Source: an optimization exercise on an open RTL-to-GDS flow (aim: a short achievable clock period). Production flows keep margins and buffers that such runs may drop.
At most, simulation tests tie the RTL to the original design; equivalence was not proved.
No activity file was given, so power comes from the tool's default toggle rates.

north:
// noise_top
module noise_top (
	input logic clk,
	input logic reset,
	input logic reg_wr_en,
	input video_pkg::reg_addr_t reg_addr,
	input video_pkg::dim_t reg_wdata,
	input video_pkg::reg_addr_t reg_rd_addr,
	output video_pkg::dim_t reg_rdata,
	input video_pkg::pixel_t s_axis_tdata,
	input logic s_axis_tvalid,
	input logic s_axis_tuser,
	output logic s_axis_tready,
	output noise_pkg::variance_t estimated_noise,
	output logic estimated_noise_ready
);
For scale: ~3,300 cells after synthesis, roughly 470 flip-flops, roughly 89 I/O pins, ~0.030 mm2 of cells after synthesis.
export LEC_CHECK = 0
export CAP_MARGIN = 20
export CORE_MARGIN = 2
export CORE_UTILIZATION = 40
export SETUP_SLACK_MARGIN = 3.8
export SLEW_MARGIN = 20
export TNS_END_PERCENT = 100
create_clock -name core_clock -period 7.0 [get_ports {clk}]
run.sh (not shown) runs the stock make flow with config.mk's settings and CLKGATE_MAP_FILE= SYNTH_SCRIPT=/design/flow/synth_recipe.tcl, a recipe that flattens the netlist after the stock synthesis.
--- input diff north..south ---
diff --git a/flow/design.v b/flow/design.v
--- a/flow/design.v
+++ b/flow/design.v
@@ -34,33 +34,43 @@
 module frame_config_regs (
 	input logic clk,
 	input logic reset,
 	input logic reg_wr_en,
 	input video_pkg::reg_addr_t reg_addr,
 	input video_pkg::dim_t reg_wdata,
 	input video_pkg::reg_addr_t reg_rd_addr,
 	output video_pkg::dim_t reg_rdata,
 	output video_pkg::block_count_t blocks
 );
 	video_pkg::dim_t width_reg;
 	video_pkg::dim_t height_reg;
+	video_pkg::dim_t width_n;
+	video_pkg::dim_t height_n;
 	logic [31:0] area_reg;
 	always_ff @(posedge clk) begin
 		if (reset) begin
 			width_reg <= '0;
 			height_reg <= '0;
+			width_n <= '1;
+			height_n <= '1;
 		end else if (reg_wr_en) begin
 			case (reg_addr)
-				video_pkg::reg_addr_width: width_reg <= reg_wdata;
-				video_pkg::reg_addr_height: height_reg <= reg_wdata;
+				video_pkg::reg_addr_width: begin
+					width_reg <= reg_wdata;
+					width_n <= ~reg_wdata;
+				end
+				video_pkg::reg_addr_height: begin
+					height_reg <= reg_wdata;
+					height_n <= ~reg_wdata;
+				end
 				default: width_reg <= width_reg;
 			endcase
 		end
 	end
 	logic [31:0] area_row0, area_row1, area_row2, area_row3, area_row4, area_row5;
 	logic [31:0] area_sum, area_carry;
 	logic m_1;
 	logic m_2;
 	logic m_3;
 	logic m_4;
 	logic m_5;
 	logic m_6;
@@ -1011,25 +1021,25 @@
 	assign n_249 = n_184 ^ n_185 ^ n_117;
 	assign n_250 = (n_184 & n_185) | (n_184 & n_117) | (n_185 & n_117);
 	assign n_251 = n_186 ^ n_187 ^ n_121;
 	assign n_252 = (n_186 & n_187) | (n_186 & n_121) | (n_187 & n_121);
 	assign n_253 = n_188 ^ n_189 ^ n_125;
 	assign n_254 = (n_188 & n_189) | (n_188 & n_125) | (n_189 & n_125);
 	always_ff @(posedge clk) begin
 		area_sum <= {n_252, n_250, n_248, n_246, n_244, n_242, n_240, n_238, n_236, n_234, n_232, n_230, n_228, n_226, n_224, n_222, n_220, n_218, n_216, n_214, n_212, n_210, n_208, n_206, n_204, n_202, n_200, n_198, n_196, n_194, n_192, n_191};
 		area_carry <= {n_253, n_251, n_249, n_247, n_245, n_243, n_241, n_239, n_237, n_235, n_233, n_231, n_229, n_227, n_225, n_223, n_221, n_219, n_217, n_215, n_213, n_211, n_209, n_207, n_205, n_203, n_201, n_199, n_197, n_195, n_193, area_row5[0]};
 		area_reg <= area_sum + area_carry;
 	end
 	assign blocks = video_pkg::block_count_t'(area_reg >> video_pkg::block_shift);
-	assign reg_rdata = (reg_rd_addr == video_pkg::reg_addr_width) ? width_reg : height_reg;
+	assign reg_rdata = ~((reg_rd_addr == video_pkg::reg_addr_width) ? width_n : height_n);
 endmodule
 `timescale 1ns/1ns
 module pixel_ingest (
 	input logic clk,
 	input logic reset,
 	input video_pkg::pixel_t s_axis_tdata,
 	input logic s_axis_tvalid,
 	input logic s_axis_tuser,
 	output logic s_axis_tready,
 	output noise_pkg::pixel_thirds_t pixel,
 	output logic sample_valid
 );
==> comparison <==
- south ran to completion and came out clean on the timing, design-rule and antenna checks.
- The faster design of the two is south; north tops out lower.
- Between north and south, fraction of the core area covered by cells at the end of the flow is higher for north, south comes in under that.
- Diff north -> south: total placed instance area went up 3.7%; count of nets after finishing rose by 3.6%.
- Sequential cell count ended up 6.8% higher on south than on north.
- north → south: remaining antenna violation count barely changed, worst path setup slack after routing climbed 0.037 ns.
- Against north, final area in south rose by a few percent.
- The estimated power of south ends up lower than the estimate for north.
No functional check of the RTL was part of south.

## what the ideal ports hide
The flow's constraints put no driver on any port. The routed layouts listed below were extracted and timed again, unchanged, in two steps.
Step 1: set_driving_cell puts a clkbuf_16 on clk and a buf_2 on each other input, an assumption about the parent block.
Step 2 adds t to the input delays and takes it off the output delays; t is the mean of the earliest and latest rising clock arrival at the registers after step 1. Input paths then give back, and output paths get back, about the clock's delay inside the block.
a / b / c = ideal ports / drivers / drivers and shift; a / b = the first two.
| run | shift t [ns] | setup slack, ns | worst slew at a driven data input, ns | pins driven straight from the clock port |
|---|---|---|---|---|
| north | 0.669 | 3.630 / 3.410 / 3.277 | 0.23 | 1 |
| south | 0.676 | 3.667 / 3.478 / 2.942 | 0.19 | 1 |
After both steps every run listed still meets setup and hold. The setup slack of south, which loses most, moves by -0.189 ns with the drivers and by -0.725 ns with both steps.
